This is an optimization exercise on Yosys and OpenROAD, whose aim is small area, a short achievable clock period and few clock cycles per item, not a production implementation.
At most, simulation tests tie the RTL to the original design; equivalence was not proved.
Power and IR drop assume default switching activity.

Setup of job 9546:
==> flow/design.v (excerpt) <==
module lc4_superscalar #(
   parameter logic [lc4_isa_pkg::WORD_W-1:0] START_PC = 16'h8200
) (
   input  logic                            gwe,
   input  logic                            i_rst,
   output logic [lc4_isa_pkg::WORD_W-1:0]  o_pc,
   input  lc4_isa_pkg::lc4_insn_u          i_insn_a,
   input  lc4_isa_pkg::lc4_insn_u          i_insn_b,
   output lc4_pipe_pkg::commit_t           o_commit_a,
   output lc4_pipe_pkg::commit_t           o_commit_b
);
   logic [15:0] pc_q;
   always_ff @(posedge gwe) begin
      if (i_rst) pc_q <= START_PC;
      else       pc_q <= pc_q + 16'd1;
   end
   assign o_pc = pc_q;
   logic        d_v;
   logic [15:0] d_insn;
   always_ff @(posedge gwe) begin
      d_v    <= !i_rst;
      d_insn <= i_insn_a;
   end
   logic        x_v, x_we, x_fa, x_fb, x_sub;
   logic [15:0] x_insn, x_a, x_b;
   logic        w_v, w_we, w_z;
   logic [15:0] w_insn, w_data, w_pc;
   logic [15:0] regs [8];
   logic        d_wr, d_imm, d_sub;
   logic [2:0]  d_rs, d_rt;
   logic [15:0] d_a, d_b;
   assign d_wr  = (d_insn[15:12] == 4'b0001) || (d_insn[15:12] == 4'b0101) ||
                  (d_insn[15:12] == 4'b1001);
   assign d_imm = d_insn[5];
   assign d_sub = d_insn[15:12] == 4'b0001 && d_insn[5:3] == 3'b010;
   assign d_rs  = d_insn[8:6];
   assign d_rt  = d_insn[2:0];
   assign d_a   = (w_we && w_insn[11:9] == d_rs) ? w_data : regs[d_rs];
   assign d_b   = d_imm ? {{11{d_insn[4]}}, d_insn[4:0]} :
                  (w_we && w_insn[11:9] == d_rt) ? w_data : regs[d_rt];
   always_ff @(posedge gwe) begin
      if (i_rst) begin
         x_v  <= 1'b0;
         x_we <= 1'b0;
      end else begin
         x_v  <= d_v;
         x_we <= d_v && d_wr;
      end
      x_insn <= d_insn;
      x_sub  <= d_sub;
      x_a    <= d_a;
      x_b    <= d_b ^ {16{d_sub}};    
      x_fa   <= x_we && (x_insn[11:9] == d_rs);
      x_fb   <= x_we && !d_imm && (x_insn[11:9] == d_rt);
   end
   logic [15:0] op_a, bb, g, p, gg, pp, sum, res;
   logic        is_arith, is_logic, is_const, is_imm;
   logic        s_sum, s_and, s_not, s_or, s_xor;
   assign is_arith = x_insn[15:12] == 4'b0001;
  ...
clock: 5.5 ns
lec_check: 0
abc_area: 1
cap_margin: 20
core_margin: 2
core_utilization: 40
cts_cluster_diameter: 120
cts_cluster_size: 30
setup_slack_margin: 3.2
slew_margin: 20
standard.sh (not shown) runs the stock make flow with config.mk's settings and CLKGATE_MAP_FILE= SYNTH_SCRIPT=/design/flow/synth_recipe.tcl, a recipe that flattens the netlist after the stock synthesis.
==> flow/flow/run.sh <==
#!/bin/bash
# The standard layout with two changes: synthesis leaves adders to abc (no
# full/half-adder cells), and the ports get plain buffers, not delay cells.
set -euo pipefail
bash standard.sh ADDER_MAP_FILE= "BUFFER_PORTS_ARGS=-buffer_cell sky130_fd_sc_hd__buf_2" finish > standard.log 2>&1
Job 9546: full flow OK, the timing, design-rule and antenna checks passed
Testbench counts of job 9546, summed over its fixed seeds: cycles 12,024, items 12,000.
Relative to job 9546, the following input files were edited for job 5305:
Settings: CTS_CLUSTER_SIZE changed from 30 to 20; CTS_CLUSTER_DIAMETER changed from 120 to 100.
Results
Job 5305 finished end to end and its layout was clean on timing, DRC and antenna. Job 5305 vs. job 9546: worst setup slack neither gained nor lost much, count of clock-buffer cells in the layout picked up an extra 6, final wirelength neither gained nor lost much. Met2 wirelength from detailed routing (job 5305 vs. job 9546) decreases slightly. Number of DRC violations after detailed-routing iteration 0 ended up 93 higher on job 5305 than on job 9546. For signal arrival time at the worst endpoint, job 9546 and job 5305 come out practically identical. Job 5305 vs. job 9546: clock period minus final worst setup slack flat, post-route core utilization did not really move, post-layout net count about even.
### job 5305 -> job 1436
Settings: setting PLACE_DENSITY to 0.75 for the first time.
Job 1436 has completed all stages; timing, DRC and antenna checks passed. Sequential share of layout area | job 1436 below job 5305. | register-to-register slack | lower: job 1436 |. The run with more routed wire is job 5305, not job 1436. Summary of job 1436 over job 5305: total via count after detailed routing higher; utilization after layout held steady; design area rose by 0.31%.
Input-level comparison between job 9356 and job 1436:
Settings: swapping 3.2 for 3.0 in SETUP_SLACK_MARGIN; clearing CTS_CLUSTER_SIZE, which used to be 20; clearing PLACE_DENSITY, which used to be 0.75; clearing CTS_CLUSTER_DIAMETER, which used to be 100.
Notes after the runs:
- Relative contribution of the clock network to total power (higher): job 9356
- Compared with job 1436, job 9356 shows a higher post-layout minimum cycle time.
- Wire length of the first global-routing pass of job 9356 exceeds that of job 1436 by a few percent.
- In the metrics for job 9356 and job 1436, the one carrying the higher met2 wire length is job 9356.
- Job 9356 reports its start point of the critical path as w_data[15] while job 1436 reports d_insn[6].
- Job 9356: count of clock-buffer cells in the layout about 30% above job 1436
- Job 9356 vs. job 1436: power went up by 0.54 mW.


Another version of the RTL of lc4_superscalar (not shown whole).
For scale: roughly 1,500 cells after synthesis, about 170 I/O pins.
Settings: LEC_CHECK=0, ABC_AREA=1, CAP_MARGIN=20, CORE_MARGIN=2, CORE_UTILIZATION=40, SETUP_SLACK_MARGIN=2.8, SLEW_MARGIN=20; clock period 5.5 ns.
run.sh (not shown) runs the stock make flow with config.mk's settings and CLKGATE_MAP_FILE= SYNTH_SCRIPT=/design/flow/synth_recipe.tcl, a recipe that flattens the netlist after the stock synthesis.
Stock flow here: none of the scripts above is used.
The starting point finished with timing, DRC and antenna clean.
Rerun with:
ABC_AREA = unset   (was 1)
Effect: First-iteration DRC count fell by well over a third; critical path depth is lower by 2; global-route usage went down by 1.5 points.
Function was not checked in any run of this note: the RTL went through the layout flow alone.


Setup of wip/garnet:
lc4_superscalar, a different RTL version from the one above (not shown whole).
Size: about 1600 cells after synthesis, ~0.013 mm^2 of cells after synthesis.
==> flow/config.mk <==
export PLATFORM = sky130hd
export DESIGN_NAME = lc4_superscalar
export DESIGN_NICKNAME = lc4_superscalar
export VERILOG_FILES = /design/flow/design.v
export SDC_FILE = /design/flow/constraint.sdc
export NUM_CORES = 4
export LEC_CHECK = 0
export ABC_AREA = 1
export CAP_MARGIN = 20
export CORE_MARGIN = 2
export CORE_UTILIZATION = 40
export CTS_CLUSTER_DIAMETER = 100
export CTS_CLUSTER_SIZE = 20
export SETUP_SLACK_MARGIN = 3.35
export SLEW_MARGIN = 20
==> flow/constraint.sdc <==
create_clock -name core_clock -period 5.5 [get_ports {gwe}]
set_input_delay 1.1000 -clock core_clock [delete_from_list [all_inputs] [get_ports {gwe}]]
set_output_delay 1.1000 -clock core_clock [all_outputs]
set_load 0.01 [all_outputs]
standard.sh (not shown) runs the stock make flow with config.mk's settings and CLKGATE_MAP_FILE= SYNTH_SCRIPT=/design/flow/synth_recipe.tcl, a recipe that flattens the netlist after the stock synthesis.
Scripts as last shown in full above: flow/flow/run.sh
Testbench counts of wip/garnet, summed over its fixed seeds: cycles 12,024, items 12,000.
### wip/garnet -> wip/ember
- SETUP_SLACK_MARGIN now 3.2, was 3.35
## What came out
- Worst-case setup margin in the final layout | wip/ember below wip/garnet
- On wip/ember: combinational cell fraction of total power is 1.2 points lower than what wip/garnet gave.
- Going from wip/garnet to wip/ember, clock share of power grows by 0.7 points.
- Delta (wip/ember minus wip/garnet): post-layout instance area lost about 4.3%; core utilization moved down.
What wip/quartz does differently from wip/ember at the input level:
- SETUP_SLACK_MARGIN changed from 3.2 to 3.35
-- flow/flow/run.sh --
<<< wip/ember, line 5
bash standard.sh ADDER_MAP_FILE= "BUFFER_PORTS_ARGS=-buffer_cell sky130_fd_sc_hd__buf_2" finish > standard.log 2>&1
>>> wip/quartz, line 5
bash standard.sh ADDER_MAP_FILE= "BUFFER_PORTS_ARGS=-buffer_cell sky130_fd_sc_hd__buf_4" finish > standard.log 2>&1
### Flow results
Critical path depth up 1 in wip/quartz wrt wip/ember. Part of the cycle the worst path needs: wip/quartz < wip/ember. Diff wip/ember -> wip/quartz | proportion of cell area occupied by multi-input gates | decrease of 0.75 points. Compared with wip/ember, in wip/quartz count of clock buffers in the final design up about 4%, core utilization of the finished layout up 2.3 points, number of search-and-repair iterations in the first detailed-routing pass up 1, total power after layout up about 0.8%, power density of the placed cells down about 4%.


The RTL this note starts from:
==> flow/design.v <==
`timescale 1ns/10ps
package lc4_isa_pkg;
   localparam int WORD_W    = 16;  
   localparam int REG_SEL_W = 3;   
   localparam int NZP_W     = 3;
   localparam logic [3:0] OP_ARITH = 4'b0001;
   localparam logic [3:0] OP_LOGIC = 4'b0101;
   localparam logic [3:0] OP_CONST = 4'b1001;
   localparam logic [2:0] ARITH_ADD = 3'b000;
   localparam logic [2:0] ARITH_SUB = 3'b010;
   localparam logic [2:0] LOGIC_AND = 3'b000;
   localparam logic [2:0] LOGIC_NOT = 3'b001;
   localparam logic [2:0] LOGIC_OR  = 3'b010;
   localparam logic [2:0] LOGIC_XOR = 3'b011;
   localparam logic [NZP_W-1:0] NZP_NEG  = 3'b100;
   localparam logic [NZP_W-1:0] NZP_ZERO = 3'b010;
   localparam logic [NZP_W-1:0] NZP_POS  = 3'b001;
   typedef struct packed {
      logic [3:0]           opcode;
      logic [REG_SEL_W-1:0] rd;
      logic [REG_SEL_W-1:0] rs;
      logic [2:0]           sub;   
      logic [REG_SEL_W-1:0] rt;
   } insn_reg_t;
   typedef struct packed {
      logic [3:0]           opcode;
      logic [REG_SEL_W-1:0] rd;
      logic [REG_SEL_W-1:0] rs;
      logic                 imm_flag;  
      logic [4:0]           imm5;
   } insn_imm_t;
   typedef struct packed {
      logic [3:0]           opcode;
      logic [REG_SEL_W-1:0] rd;
      logic [8:0]           imm9;  
   } insn_cst_t;
   typedef union packed {
      insn_reg_t r;
      insn_imm_t i;
      insn_cst_t c;
   } lc4_insn_u;
endpackage
`timescale 1ns/10ps
package lc4_pipe_pkg;
   localparam int WORD_W    = 16;
   localparam int REG_SEL_W = 3;
   localparam int NZP_W     = 3;
   typedef enum logic [1:0] {
      STALL_NONE  = 2'd0,  
      STALL_SPLIT = 2'd1,  
      STALL_RESET = 2'd2   
   } stall_e;
   typedef struct packed {
      logic [REG_SEL_W-1:0] rs_sel;
      logic                              rs_re;
      logic [REG_SEL_W-1:0] rt_sel;
      logic                              rt_re;
      logic [REG_SEL_W-1:0] rd_sel;
      logic                              rf_we;
      logic                              nzp_we;
   } ctrl_t;
   typedef struct packed {
      stall_e                           stall;
      logic [WORD_W-1:0]   pc;
      logic [WORD_W-1:0]                insn;  
      ctrl_t                            ctrl;
   } issue_t;
   typedef struct packed {
      logic                              we;
      logic [REG_SEL_W-1:0] sel;
      logic [WORD_W-1:0]    data;
   } wr_port_t;
   typedef struct packed {
      stall_e                            stall;
      logic [WORD_W-1:0]    pc;
      logic [WORD_W-1:0]    insn;
      logic                              rf_we;
      logic [REG_SEL_W-1:0] wsel;
      logic [WORD_W-1:0]    wdata;
      logic                              nzp_we;
      logic [NZP_W-1:0]     nzp;
   } commit_t;
endpackage
`timescale 1ns/10ps
`timescale 1ns/10ps
`timescale 1ns/10ps
`timescale 1ns/10ps
`timescale 1ns/10ps
`timescale 1ns/10ps
module lc4_superscalar #(
   parameter logic [lc4_isa_pkg::WORD_W-1:0] START_PC = 16'h8200
) (
   input  logic                            gwe,
   input  logic                            i_rst,
   output logic [lc4_isa_pkg::WORD_W-1:0]  o_pc,
   input  lc4_isa_pkg::lc4_insn_u          i_insn_a,
   input  lc4_isa_pkg::lc4_insn_u          i_insn_b,
   output lc4_pipe_pkg::commit_t           o_commit_a,
   output lc4_pipe_pkg::commit_t           o_commit_b
);
   logic [15:0] pc_q;
   always_ff @(posedge gwe) begin
      if (i_rst) pc_q <= START_PC;
      else       pc_q <= pc_q + 16'd1;
   end
   assign o_pc = pc_q;
   logic        d_v;
   logic [15:0] d_insn;
   always_ff @(posedge gwe) begin
      d_v    <= !i_rst;
      d_insn <= i_insn_a;
   end
   logic        x_v, x_we, x_fa, x_fb, x_sub;
   logic [15:0] x_insn, x_a, x_b;
   logic        w_v, w_we;
   logic [15:0] w_insn, w_data, w_pc;
   logic [15:0] regs [8];
   logic        d_wr, d_imm, d_sub;
   logic [2:0]  d_rs, d_rt;
   logic [15:0] d_a, d_b;
   assign d_wr  = (d_insn[15:12] == 4'b0001) || (d_insn[15:12] == 4'b0101) ||
                  (d_insn[15:12] == 4'b1001);
   assign d_imm = d_insn[5];
   assign d_sub = d_insn[15:12] == 4'b0001 && d_insn[5:3] == 3'b010;
   assign d_rs  = d_insn[8:6];
   assign d_rt  = d_insn[2:0];
   assign d_a   = (w_we && w_insn[11:9] == d_rs) ? w_data : regs[d_rs];
   assign d_b   = d_imm ? {{11{d_insn[4]}}, d_insn[4:0]} :
                  (w_we && w_insn[11:9] == d_rt) ? w_data : regs[d_rt];
   always_ff @(posedge gwe) begin
      if (i_rst) begin
         x_v  <= 1'b0;
         x_we <= 1'b0;
      end else begin
         x_v  <= d_v;
         x_we <= d_v && d_wr;
      end
      x_insn <= d_insn;
      x_sub  <= d_sub;
      x_a    <= d_a;
      x_b    <= d_b ^ {16{d_sub}};    
      x_fa   <= x_we && (x_insn[11:9] == d_rs);
      x_fb   <= x_we && !d_imm && (x_insn[11:9] == d_rt);
   end
   logic [15:0] op_a, bb, g, p, gg, pp, sum, res;
   logic        is_arith, is_logic, is_const, is_imm;
   logic        s_sum, s_and, s_not, s_or, s_xor;
   assign is_arith = x_insn[15:12] == 4'b0001;
   assign is_logic = x_insn[15:12] == 4'b0101;
   assign is_const = x_insn[15:12] == 4'b1001;
   assign is_imm   = x_insn[5];
   assign s_sum    = is_arith && (is_imm || !x_insn[3]);    
   assign s_and    = is_logic && (is_imm || x_insn[4:3] == 2'b00);
   assign s_not    = is_logic && !is_imm && x_insn[4:3] == 2'b01;
   assign s_or     = is_logic && !is_imm && x_insn[4:3] == 2'b10;
   assign s_xor    = is_logic && !is_imm && x_insn[4:3] == 2'b11;
   assign op_a = x_fa ? w_data : x_a;
   assign bb   = x_fb ? (w_data ^ {16{x_sub}}) : x_b;
   assign g    = op_a & bb;
   assign p    = op_a ^ bb;
   always_comb begin
      logic [15:0] gn, pn;
      gg    = g;
      pp    = p;
      gg[0] = g[0] | (p[0] & x_sub);
      for (int d = 1; d < 16; d = d * 2) begin
         gn = gg;
         pn = pp;
         for (int i = d; i < 16; i++) begin
            gn[i] = gg[i] | (pp[i] & gg[i-d]);
            pn[i] = pp[i] & pp[i-d];
         end
         gg = gn;
         pp = pn;
      end
   end
   assign sum = p ^ {gg[14:0], x_sub};
   assign res = ({16{s_sum}} & sum) |
                ({16{s_and}} & g) |
                ({16{s_not}} & ~op_a) |
                ({16{s_or}}  & (g | p)) |
                ({16{s_xor}} & p) |
                ({16{is_const}} & {{7{x_insn[8]}}, x_insn[8:0]});
   always_ff @(posedge gwe) begin
      if (i_rst) begin
         w_v  <= 1'b0;
         w_we <= 1'b0;
         w_pc <= START_PC - 16'd3;
      end else begin
         w_v  <= x_v;
         w_we <= x_we;
         w_pc <= w_pc + 16'd1;
      end
      w_insn <= x_insn;
      w_data <= res;
   end
   always_ff @(posedge gwe) begin
      if (i_rst) begin
         for (int r = 0; r < 8; r++) regs[r] <= '0;
      end else if (w_we) begin
         regs[w_insn[11:9]] <= w_data;
      end
   end
   always_comb begin
      o_commit_a.stall  = w_v ? lc4_pipe_pkg::STALL_NONE : lc4_pipe_pkg::STALL_SPLIT;
      o_commit_a.pc     = w_pc;
      o_commit_a.insn   = w_insn;
      o_commit_a.rf_we  = w_we;
      o_commit_a.wsel   = w_insn[11:9];
      o_commit_a.wdata  = w_data;
      o_commit_a.nzp_we = w_we;
      if (w_data[15])          o_commit_a.nzp = lc4_isa_pkg::NZP_NEG;
      else if (w_data != '0)   o_commit_a.nzp = lc4_isa_pkg::NZP_POS;
      else                     o_commit_a.nzp = lc4_isa_pkg::NZP_ZERO;
   end
   assign o_commit_b = {lc4_pipe_pkg::STALL_SPLIT, 56'd0};
endmodule
Settings: LEC_CHECK=0, CAP_MARGIN=20, CORE_MARGIN=2, CORE_UTILIZATION=40, SETUP_SLACK_MARGIN=2.8, SLEW_MARGIN=20; clock period 5.5 ns.
run.sh (not shown) runs the stock make flow with config.mk's settings and CLKGATE_MAP_FILE= SYNTH_SCRIPT=/design/flow/synth_recipe.tcl, a recipe that flattens the netlist after the stock synthesis.
Stock flow here: none of the scripts above is used.
Edit:
- ABC_AREA: not set -> 1
What happened: Global-route usage went up by 2.5 points. Die area went up by 3.1%. Count of clock-buffer cells in the layout went up by 2. Wire length went up by 17%. Clock skew stays flat. Power went down by 2.3%. Maximum frequency went up by 6.8%. Worst setup slack gets better by 0.20 ns. Combinational power went up by 4.2%.
No run of this note included a check of the RTL's function; only the layout flow was run.

-- re-timing with driven ports --
In the flow no input, the clock included, has a driving cell. The finished layouts below were timed again as built, in two steps. Step 1 (the two cells are an assumption about what drives the block):
set clk [get_ports {gwe}]
set_driving_cell -lib_cell sky130_fd_sc_hd__clkbuf_16 $clk
set_driving_cell -lib_cell sky130_fd_sc_hd__buf_2 [delete_from_list [all_inputs] $clk]
Step 2 also shifts input and output timing later by t, the mid clock arrival at the registers, as if the neighbouring blocks saw the same clock. a / b / c = ideal ports / drivers / drivers and shift; a / b = the first two.
| run | t, ns | setup WS [ns] | clock arrival spread, ns |
|---|---|---|---|
| job 9546 | 0.541 | 3.245 / 3.193 / 2.891 | 0.025 / 0.026 |
| job 5305 | 0.551 | 3.244 / 3.192 / 2.887 | 0.031 / 0.032 |
| job 1436 | 0.532 | 3.174 / 3.174 / 2.780 | 0.022 / 0.021 |
| job 9356 | 0.602 | 3.086 / 3.033 / 2.700 | 0.012 / 0.012 |
| the first run of note 2 | 0.564 | 2.053 / 2.053 / 2.053 | 0.018 / 0.018 |
| the second run of note 2 | 0.566 | 1.548 / 1.548 / 1.548 | 0.020 / 0.019 |
| wip/garnet | 0.558 | 3.301 / 3.248 / 2.857 | 0.015 / 0.015 |
| wip/ember | 0.571 | 3.247 / 3.190 / 2.763 | 0.019 / 0.019 |
| wip/quartz | 0.555 | 3.328 / 3.275 / 2.950 | 0.017 / 0.017 |
| the first run of note 4 | 0.605 | 2.430 / 2.430 / 2.314 | 0.020 / 0.019 |
| the second run of note 4 | 0.611 | 2.626 / 2.570 / 2.330 | 0.013 / 0.014 |
After both steps setup and hold are still met in every run listed. For wip/ember, which loses most, drivers alone change the setup slack by -0.057 ns; drivers and shift together by -0.484 ns.
